This design comes from an exercise in tuning for small area, a short achievable clock period and few clock cycles per item on the open sky130 flow, not from production work. In this exercise RTL edits were held to simulation tests only and were not proved equivalent to the original.

==> run a <==
==> flow/design.v <==
package chachaPkg;
    localparam int unsigned WordWidth  = 32;
    localparam int unsigned StateWords = 16;
    localparam int DefaultDoubleRounds = 10;
    localparam int DefaultCountWidth   = 8;
    typedef logic [WordWidth-1:0] chachaWord;
    localparam int unsigned RotA = 16;
    localparam int unsigned RotB = 12;
    localparam int unsigned RotC = 8;
    localparam int unsigned RotD = 7;
    function automatic chachaWord rotl(input chachaWord w, input integer n);
        rotl = (w << n) | (w >> (WordWidth - n));
    endfunction
endpackage
`timescale 1ns/1ps
module quarterRoundUnit #(
    parameter int K = 0
) (
    input  logic [511:0] sIn,
    output logic [511:0] sOut
);
    localparam int Diag = K / 4;
    localparam int T    = K % 4;
    localparam int Rot  = (T == 0) ? chachaPkg::RotA :
                          (T == 1) ? chachaPkg::RotB :
                          (T == 2) ? chachaPkg::RotC : chachaPkg::RotD;
    for (genvar j = 0; j < 4; j++) begin : g_q
        localparam int IA = j;
        localparam int IB = 4  + (j + Diag) % 4;
        localparam int IC = 8  + (j + 2 * Diag) % 4;
        localparam int ID = 12 + (j + 3 * Diag) % 4;
        chachaPkg::chachaWord sum;
        if (T == 0 || T == 2) begin : g_ad
            assign sum = sIn[32*IA +: 32] + sIn[32*IB +: 32];
            assign sOut[32*IA +: 32] = sum;
            assign sOut[32*ID +: 32] = chachaPkg::rotl(sIn[32*ID +: 32] ^ sum, Rot);
            assign sOut[32*IB +: 32] = sIn[32*IB +: 32];
            assign sOut[32*IC +: 32] = sIn[32*IC +: 32];
        end else begin : g_cb
            assign sum = sIn[32*IC +: 32] + sIn[32*ID +: 32];
            assign sOut[32*IC +: 32] = sum;
            assign sOut[32*IB +: 32] = chachaPkg::rotl(sIn[32*IB +: 32] ^ sum, Rot);
            assign sOut[32*IA +: 32] = sIn[32*IA +: 32];
            assign sOut[32*ID +: 32] = sIn[32*ID +: 32];
        end
    end
endmodule
`timescale 1ns/1ps
module roundSequencer #(
    parameter int DoubleRounds = chachaPkg::DefaultDoubleRounds,
    parameter int CountWidth   = chachaPkg::DefaultCountWidth
) (
    input  logic                  clk,
    input  logic                  rstN,
    input  logic                  start,
    output logic                  slotFree,
    output logic                  exitNow,
    output logic                  outLoad,
    output logic                  busy,
    output logic                  blockReady,
    output logic [CountWidth-1:0] blockCount
);
    localparam int PassWidth = $clog2(DoubleRounds);
    logic                 valid [8];
    logic [PassWidth-1:0] pass  [8];
    logic                 busyR;
    assign busy     = busyR;
    assign slotFree = ~busyR;
    always_ff @(posedge clk or negedge rstN) begin
        if (!rstN) begin
            for (int i = 0; i < 8; i++) begin
                valid[i] <= 1'b0;
                pass[i]  <= '0;
            end
            busyR      <= 1'b0;
            exitNow    <= 1'b0;
            outLoad    <= 1'b0;
            blockReady <= 1'b0;
            blockCount <= '0;
        end else begin
            for (int i = 0; i < 7; i++) begin
                valid[i+1] <= valid[i];
                pass[i+1]  <= pass[i];
            end
            if (slotFree) begin
                valid[0] <= start;
                pass[0]  <= '0;
            end else begin
                valid[0] <= valid[7];
                pass[0]  <= pass[7] + 1'b1;
            end
            busyR      <= valid[6] && (pass[6] != PassWidth'(DoubleRounds - 1));
            exitNow    <= valid[6] && (pass[6] == PassWidth'(DoubleRounds - 1));
            outLoad    <= exitNow;
            blockReady <= outLoad;
            if (outLoad)
                blockCount <= blockCount + 1'b1;
        end
    end
endmodule
`timescale 1ns/1ps
module stateMatrix (
    input  logic         clk,
    input  logic         slotFree,
    input  logic         outLoad,
    input  logic [511:0] stateIn,
    output logic [511:0] blockOut
);
    logic [511:0] workState [8];
    logic [511:0] initState [8];
    logic [511:0] stepOut   [8];
    for (genvar k = 0; k < 8; k++) begin : g_step
        quarterRoundUnit #(.K(k)) u_step (.sIn(workState[k]), .sOut(stepOut[k]));
    end
    always_ff @(posedge clk) begin
        for (int k = 0; k < 7; k++) begin
            workState[k+1] <= stepOut[k];
            initState[k+1] <= initState[k];
        end
        workState[0] <= slotFree ? stateIn : stepOut[7];
        initState[0] <= slotFree ? stateIn : initState[7];
    end
    chachaPkg::chachaWord sumA  [4];
    chachaPkg::chachaWord sumD  [4];
    chachaPkg::chachaWord lastB [4];
    chachaPkg::chachaWord initB [4];
    chachaPkg::chachaWord lastC [4];
    chachaPkg::chachaWord initC [4];
    for (genvar j = 0; j < 4; j++) begin : g_ff
        localparam int IA = j;
        localparam int IB = 4  + (j + 1) % 4;
        localparam int IC = 8  + (j + 2) % 4;
        localparam int ID = 12 + (j + 3) % 4;
        always_ff @(posedge clk) begin
            sumA[j]  <= workState[7][32*IA +: 32] + initState[7][32*IA +: 32];
            sumD[j]  <= workState[7][32*ID +: 32] + initState[7][32*ID +: 32];
            lastB[j] <= stepOut[7][32*IB +: 32];
            initB[j] <= initState[7][32*IB +: 32];
            lastC[j] <= stepOut[7][32*IC +: 32];
            initC[j] <= initState[7][32*IC +: 32];
            if (outLoad) begin
                blockOut[32*IA +: 32] <= sumA[j];
                blockOut[32*ID +: 32] <= sumD[j];
                blockOut[32*IB +: 32] <= lastB[j] + initB[j];
                blockOut[32*IC +: 32] <= lastC[j] + initC[j];
            end
        end
    end
endmodule
`timescale 1ns/1ps
module chachaBlockCore #(
    parameter int DoubleRounds = chachaPkg::DefaultDoubleRounds,
    parameter int CountWidth   = chachaPkg::DefaultCountWidth
) (
    input  logic                  clk,
    input  logic                  rstN,
    input  logic                  start,
    input  logic [511:0]          stateIn,
    output logic                  busy,
    output logic                  blockReady,
    output logic [511:0]          blockOut,
    output logic [CountWidth-1:0] blockCount
);
    logic slotFree;
    logic exitNow;
    logic outLoad;
    roundSequencer #(
        .DoubleRounds (DoubleRounds),
        .CountWidth   (CountWidth)
    ) roundSequencer_inst (
        .clk        (clk),
        .rstN       (rstN),
        .start      (start),
        .slotFree   (slotFree),
        .exitNow    (exitNow),
        .outLoad    (outLoad),
        .busy       (busy),
        .blockReady (blockReady),
        .blockCount (blockCount)
    );
    stateMatrix stateMatrix_inst (
        .clk      (clk),
        .slotFree (slotFree),
        .outLoad  (outLoad),
        .stateIn  (stateIn),
        .blockOut (blockOut)
    );
endmodule
==> flow/run.sh <==
#!/bin/bash
# synth_recipe.tcl (not shown) runs the flow's synth.tcl, then flattens the netlist and writes it again
# the make line also repeats each setting of config.mk as NAME=value (left out here)
make -C /OpenROAD-flow-scripts/flow DESIGN_CONFIG=/design/flow/config.mk WORK_HOME=/design/flow/orfs CLKGATE_MAP_FILE= SYNTH_SCRIPT=/design/flow/synth_recipe.tcl finish
==> flow/config.mk <==
export PLATFORM = sky130hd
export DESIGN_NAME = chachaBlockCore
export DESIGN_NICKNAME = chachaBlockCore
export VERILOG_FILES = /design/flow/design.v
export SDC_FILE = /design/flow/constraint.sdc
export NUM_CORES = 4
export LEC_CHECK = 0
export CAP_MARGIN = 20
export CORE_MARGIN = 2
export CORE_UTILIZATION = 40
export SLEW_MARGIN = 20
==> flow/constraint.sdc <==
create_clock -name core_clock -period 10.0 [get_ports {clk}]
set_input_delay 2.0000 -clock core_clock [delete_from_list [all_inputs] [get_ports {clk}]]
set_output_delay 2.0000 -clock core_clock [all_outputs]
set_load 0.01 [all_outputs]
==> run b (differences from run a) <==
==> flow/design.v, changed modules only <==
module roundSequencer #(
    parameter int Stages     = 8,
    parameter int Passes     = 5,
    parameter int CountWidth = chachaPkg::DefaultCountWidth
) (
    input  logic                  clk,
    input  logic                  rstN,
    input  logic                  start,
    output logic                  slotFree,
    output logic                  exitNow,
    output logic                  busy,
    output logic                  blockReady,
    output logic [CountWidth-1:0] blockCount
);
    localparam int PassWidth = (Passes > 1) ? $clog2(Passes) : 1;
    logic                 valid [Stages];
    logic [PassWidth-1:0] pass  [Stages];
    always_ff @(posedge clk or negedge rstN) begin
        if (!rstN) begin
            for (int i = 0; i < Stages; i++) begin
                valid[i] <= 1'b0;
                pass[i]  <= '0;
            end
            slotFree   <= 1'b1;
            busy       <= 1'b0;
            exitNow    <= 1'b0;
            blockReady <= 1'b0;
            blockCount <= '0;
        end else begin
            for (int i = 0; i + 1 < Stages; i++) begin
                valid[i+1] <= valid[i];
                pass[i+1]  <= pass[i];
            end
            if (slotFree) begin
                valid[0] <= start;
                pass[0]  <= '0;
            end else begin
                valid[0] <= valid[Stages-1];
                pass[0]  <= pass[Stages-1] + 1'b1;
            end
            slotFree   <= !valid[Stages-2] || (pass[Stages-2] == PassWidth'(Passes - 1));
            busy       <= valid[Stages-2] && (pass[Stages-2] != PassWidth'(Passes - 1));
            exitNow    <= valid[Stages-2] && (pass[Stages-2] == PassWidth'(Passes - 1));
            blockReady <= exitNow;
            if (exitNow)
                blockCount <= blockCount + 1'b1;
        end
    end
endmodule
module stateMatrix #(
    parameter int Stages = 8
) (
    input  logic         clk,
    input  logic         slotFree,
    input  logic         exitNow,
    input  logic [511:0] stateIn,
    output logic [511:0] blockOut
);
    localparam int Last = Stages - 1;
    logic [511:0] workState [Stages];
    logic [511:0] initState [Stages];
    logic [511:0] midState  [Stages];
    logic [511:0] endState  [Stages];
    logic [511:0] entry;
    for (genvar i = 0; i < Last; i++) begin : g_stage
        quarterRoundUnit #(.K((2 * i + 1) % 8)) u_step0 (.sIn(workState[i]), .sOut(midState[i]));
        quarterRoundUnit #(.K((2 * i + 2) % 8)) u_step1 (.sIn(midState[i]),  .sOut(endState[i]));
    end
    quarterRoundUnit #(.K(7)) u_wrap7 (.sIn(workState[Last]), .sOut(midState[Last]));
    assign entry = slotFree ? stateIn : midState[Last];
    quarterRoundUnit #(.K(0)) u_wrap0 (.sIn(entry), .sOut(endState[Last]));
    always_ff @(posedge clk) begin
        for (int i = 0; i < Last; i++) begin
            workState[i+1] <= endState[i];
            initState[i+1] <= initState[i];
        end
        workState[0] <= endState[Last];
        initState[0] <= slotFree ? stateIn : initState[Last];
    end
    always_ff @(posedge clk) begin
        if (exitNow)
            for (int i = 0; i < 16; i++)
                blockOut[32*i +: 32] <= midState[Last][32*i +: 32] + initState[Last][32*i +: 32];
    end
endmodule
module chachaBlockCore #(
    parameter int DoubleRounds = chachaPkg::DefaultDoubleRounds,
    parameter int CountWidth   = chachaPkg::DefaultCountWidth,
    parameter int Stages       = 4
) (
    input  logic                  clk,
    input  logic                  rstN,
    input  logic                  start,
    input  logic [511:0]          stateIn,
    output logic                  busy,
    output logic                  blockReady,
    output logic [511:0]          blockOut,
    output logic [CountWidth-1:0] blockCount
);
    localparam int Passes = DoubleRounds * 8 / (2 * Stages);
    logic slotFree;
    logic exitNow;
    roundSequencer #(
        .Stages     (Stages),
        .Passes     (Passes),
        .CountWidth (CountWidth)
    ) roundSequencer_inst (
        .clk        (clk),
        .rstN       (rstN),
        .start      (start),
        .slotFree   (slotFree),
        .exitNow    (exitNow),
        .busy       (busy),
        .blockReady (blockReady),
        .blockCount (blockCount)
    );
    stateMatrix #(
        .Stages (Stages)
    ) stateMatrix_inst (
        .clk      (clk),
        .slotFree (slotFree),
        .exitNow  (exitNow),
        .stateIn  (stateIn),
        .blockOut (blockOut)
    );
endmodule
--- a/flow/config.mk
+++ b/flow/config.mk
@@ -9,3 +9,4 @@
 export CORE_MARGIN = 2
-export CORE_UTILIZATION = 40
+export CORE_UTILIZATION = 45
+export SETUP_SLACK_MARGIN = 5
 export SLEW_MARGIN = 20
==> comparison <==
Of run b and run a, run a has the higher via count (gap about 18%, measured against run a).
Die area: run b is lower than run a (43%).
In run b the critical path depth is higher than in run a, by 27.
In run a the first-iteration DRC count is larger than in run b, by 10%.
Of run a and run b, run a has the higher routed wire length (gap 23%, measured against run b).
Testbench counts of run a, summed over its fixed seeds: cycles 1,352, items 128.
Testbench counts of run b, summed over its fixed seeds: cycles 1,312, items 128.

## re-timing with driven ports
No port has a modelled driver above. Below, the same layouts with a new extraction and two added sets of constraints.
Step 1: set_driving_cell puts a clkbuf_16 on clk and a buf_2 on each other input, an assumption about the parent block.
Step 2 times the ports against the registers' clock, not the clock port: input delays grow and output delays shrink by t, the midpoint of the rising clock arrivals with the driver on.
a / b / c = ideal ports / drivers / drivers and shift; a / b = the first two.
run | t (ns) | setup slack, ns | hold slack, ns | worst register clock-pin slew, ns
run a | 1.307 | 5.240 / 5.111 / 5.348 | 0.270 / 0.270 / 0.270 | 0.08 / 0.08
run b | 1.164 | 3.714 / 3.714 / 3.211 | 0.308 / 0.308 / 0.308 | 0.08 / 0.08
After both steps setup and hold are still met in every run listed. For run b, which loses most, drivers alone change the setup slack by 0.000 ns; drivers and shift together by -0.503 ns.
